This design comes from an exercise in tuning for small area on the open sky130 flow, not from production work.
Power and IR drop assume default switching activity.

## garnet
==> module pc_adder, before the edit <==
module pc_adder (
    input  logic [29:0] a,
    input  logic [15:0] w,
    input  logic        is_branch,
    output logic [29:0] sum
);
    logic [15:0] b;   
    logic [16:0] c;   
    logic [15:0] t;   
    logic [16:0] k;   
    logic [16:0] ones;  
    logic [15:0] n;   
    for (genvar i = 0; i < 16; i++) begin : g_gate
        and2 b_i (.a(is_branch), .b(w[i]), .x(b[i]));
    end
    xnor2 s0_i (.a(a[0]), .b(b[0]), .x(sum[0]));
    ao21  c1_i (.a1(is_branch), .a2(w[0]), .b1(a[0]), .x(c[1]));
    for (genvar i = 1; i < 6; i++) begin : g_ripple
        fa fa_i (.a(a[i]), .b(b[i]), .c(c[i]), .s(sum[i]), .co(c[i+1]));
    end
    for (genvar blk = 0; blk < 2; blk++) begin : g_blk
        localparam int S = 6 + 5 * blk;
        ha ha_i (.a(a[S]), .b(b[S]), .s(t[S]), .co(k[S+1]));
        xor2 s_i (.a(t[S]), .b(c[S]), .x(sum[S]));
        assign ones[S+1] = t[S];
        for (genvar i = S + 1; i < S + 5; i++) begin : g_bit
            fa    fa_i   (.a(a[i]), .b(b[i]), .c(k[i]), .s(t[i]), .co(k[i+1]));
            and2  ones_i (.a(ones[i]), .b(t[i]), .x(ones[i+1]));
            nand2 n_i    (.a(c[S]), .b(ones[i]), .y(n[i]));
            xnor2 s_i    (.a(t[i]), .b(n[i]), .x(sum[i]));
        end
        ao21 c_i (.a1(ones[S+5]), .a2(c[S]), .b1(k[S+5]), .x(c[S+5]));
    end
    logic         x16;
    logic [28:16] e;
    logic [29:17] run;   
    logic [29:17] nflip;
    xor2 x16_i (.a(c[16]), .b(b[15]), .x(x16));
    xor2 s16_i (.a(a[16]), .b(x16), .x(sum[16]));
    for (genvar i = 16; i < 29; i++) begin : g_e
        xor2 e_i (.a(a[i]), .b(b[15]), .x(e[i]));
    end
    assign run[17] = e[16];
    for (genvar i = 18; i < 30; i++) begin : g_run
        and2 run_i (.a(run[i-1]), .b(e[i-1]), .x(run[i]));
    end
    for (genvar i = 17; i < 30; i++) begin : g_high
        nand2 nflip_i (.a(x16), .b(run[i]), .y(nflip[i]));
        xnor2 sum_i   (.a(a[i]), .b(nflip[i]), .x(sum[i]));
    end
endmodule
Settings: LEC_CHECK=0, CAP_MARGIN=20, CORE_MARGIN=2, CORE_UTILIZATION=30, PLACE_DENSITY=0.5, SLEW_MARGIN=20, SYNTH_HIERARCHICAL=1; clock period 7.0 ns.
standard.sh (not shown) runs the stock make flow with config.mk's settings and CLKGATE_MAP_FILE= SYNTH_SCRIPT=/design/flow/synth_recipe.tcl, a recipe that flattens the netlist after the stock synthesis.
==> flow/flow/run.sh <==
#!/bin/bash
# Standard layout, with the smallest buffer on every port and a clock tree of few, large clusters.
set -euo pipefail
bash standard.sh 'BUFFER_PORTS_ARGS=-buffer_cell sky130_fd_sc_hd__buf_1' \
  'CTS_ARGS=-sink_clustering_enable -repair_clock_nets -dont_use_dummy_load -buf_list sky130_fd_sc_hd__clkbuf_8 -sink_clustering_size 16 -sink_clustering_max_diameter 80' \
  finish > make_finish.log 2>&1
garnet reached the final stage; the timing, design-rule and antenna checks on its layout passed.
### garnet -> umber
--- a/flow/design.v
+++ b/flow/design.v
@@ -462,20 +462,34 @@
         ao21 c_i (.a1(ones[S+5]), .a2(c[S]), .b1(k[S+5]), .x(c[S+5]));
     end
-    logic         x16;
-    logic [28:16] e;
-    logic [29:17] run;   
-    logic [29:17] nflip;
-    xor2 x16_i (.a(c[16]), .b(b[15]), .x(x16));
-    xor2 s16_i (.a(a[16]), .b(x16), .x(sum[16]));
+    logic         x16, nx16;
+    logic [28:16] e;      
+    logic [29:17] run;    
+    logic [29:17] fl;     
+    xor2  x16_i  (.a(c[16]), .b(b[15]), .x(x16));
+    xnor2 nx16_i (.a(c[16]), .b(b[15]), .x(nx16));
+    xor2  s16_i  (.a(a[16]), .b(x16), .x(sum[16]));
     for (genvar i = 16; i < 29; i++) begin : g_e
-        xor2 e_i (.a(a[i]), .b(b[15]), .x(e[i]));
+        if (i % 2 == 1 || i == 16) begin : g_true
+            xor2  e_i (.a(a[i]), .b(b[15]), .x(e[i]));
+        end else begin : g_inv
+            xnor2 e_i (.a(a[i]), .b(b[15]), .x(e[i]));
+        end
     end
     assign run[17] = e[16];
     for (genvar i = 18; i < 30; i++) begin : g_run
-        and2 run_i (.a(run[i-1]), .b(e[i-1]), .x(run[i]));
+        if (i % 2 == 0) begin : g_nand
+            nand2 run_i (.a(run[i-1]), .b(e[i-1]), .y(run[i]));
+        end else begin : g_nor
+            nor2  run_i (.a(run[i-1]), .b(e[i-1]), .y(run[i]));
+        end
     end
     for (genvar i = 17; i < 30; i++) begin : g_high
-        nand2 nflip_i (.a(x16), .b(run[i]), .y(nflip[i]));
-        xnor2 sum_i   (.a(a[i]), .b(nflip[i]), .x(sum[i]));
+        if (i % 2 == 1) begin : g_odd
+            nand2 fl_i  (.a(x16), .b(run[i]), .y(fl[i]));
+            xnor2 sum_i (.a(a[i]), .b(fl[i]), .x(sum[i]));
+        end else begin : g_even
+            nor2  fl_i  (.a(nx16), .b(run[i]), .y(fl[i]));
+            xor2  sum_i (.a(a[i]), .b(fl[i]), .x(sum[i]));
+        end
     end
 endmodule
--- outcome ---
umber and garnet all finish clean.
Of umber and garnet, it is umber that has the lower number of fillers in the final layout.
Remaining max-slew budget at the tightest pin: umber > garnet
umber — global routing usage summed across all routing layers 0.76 points higher, garnet as reference
umber against garnet: wire length of the first global-routing pass higher; time the worst path needs with I/O delays and setup higher; instance count of the mapped netlist roughly the same; total power higher.
Comparing garnet with umber, the final cell count without fillers came out essentially unchanged.
Looking at routed wirelength normalized by instance count, umber sits about 2.3% above garnet.
Between garnet and umber, the cell area figures differ only marginally.
Lower delay of the slowest cell on the worst path goes to umber over garnet.
Diff garnet -> umber: maximum operating frequency lower; DRC marker count from the first detailed-route iteration higher.
Post-synthesis sequential area ratio (lower): garnet
No functional check of the RTL was part of any run of this note.

-- re-timing with driven ports --
The flow's constraints put no driver on any port. The routed layouts listed below were extracted and timed again, unchanged, in two steps. Step 1 (the two cells are an assumption about what drives the block):
set clk [get_ports {clock}]
set_driving_cell -lib_cell sky130_fd_sc_hd__clkbuf_16 $clk
set_driving_cell -lib_cell sky130_fd_sc_hd__buf_2 [delete_from_list [all_inputs] $clk]
Step 2 moves the port delays by t, midway between the first and last clock arrival at a register: inputs arrive t later, outputs are due t later. That takes back most of the time a late clock gives input paths. a / b / c = ideal ports / drivers / drivers and shift; a / b = the first two.
run	t (ns)	slack for setup (ns)	worst setup path after step 2
garnet	0.645	0.252 / 0.198 / 0.842	register to output
umber	0.647	0.204 / 0.158 / 0.805	register to output
After both steps setup and hold are still met in every run listed.
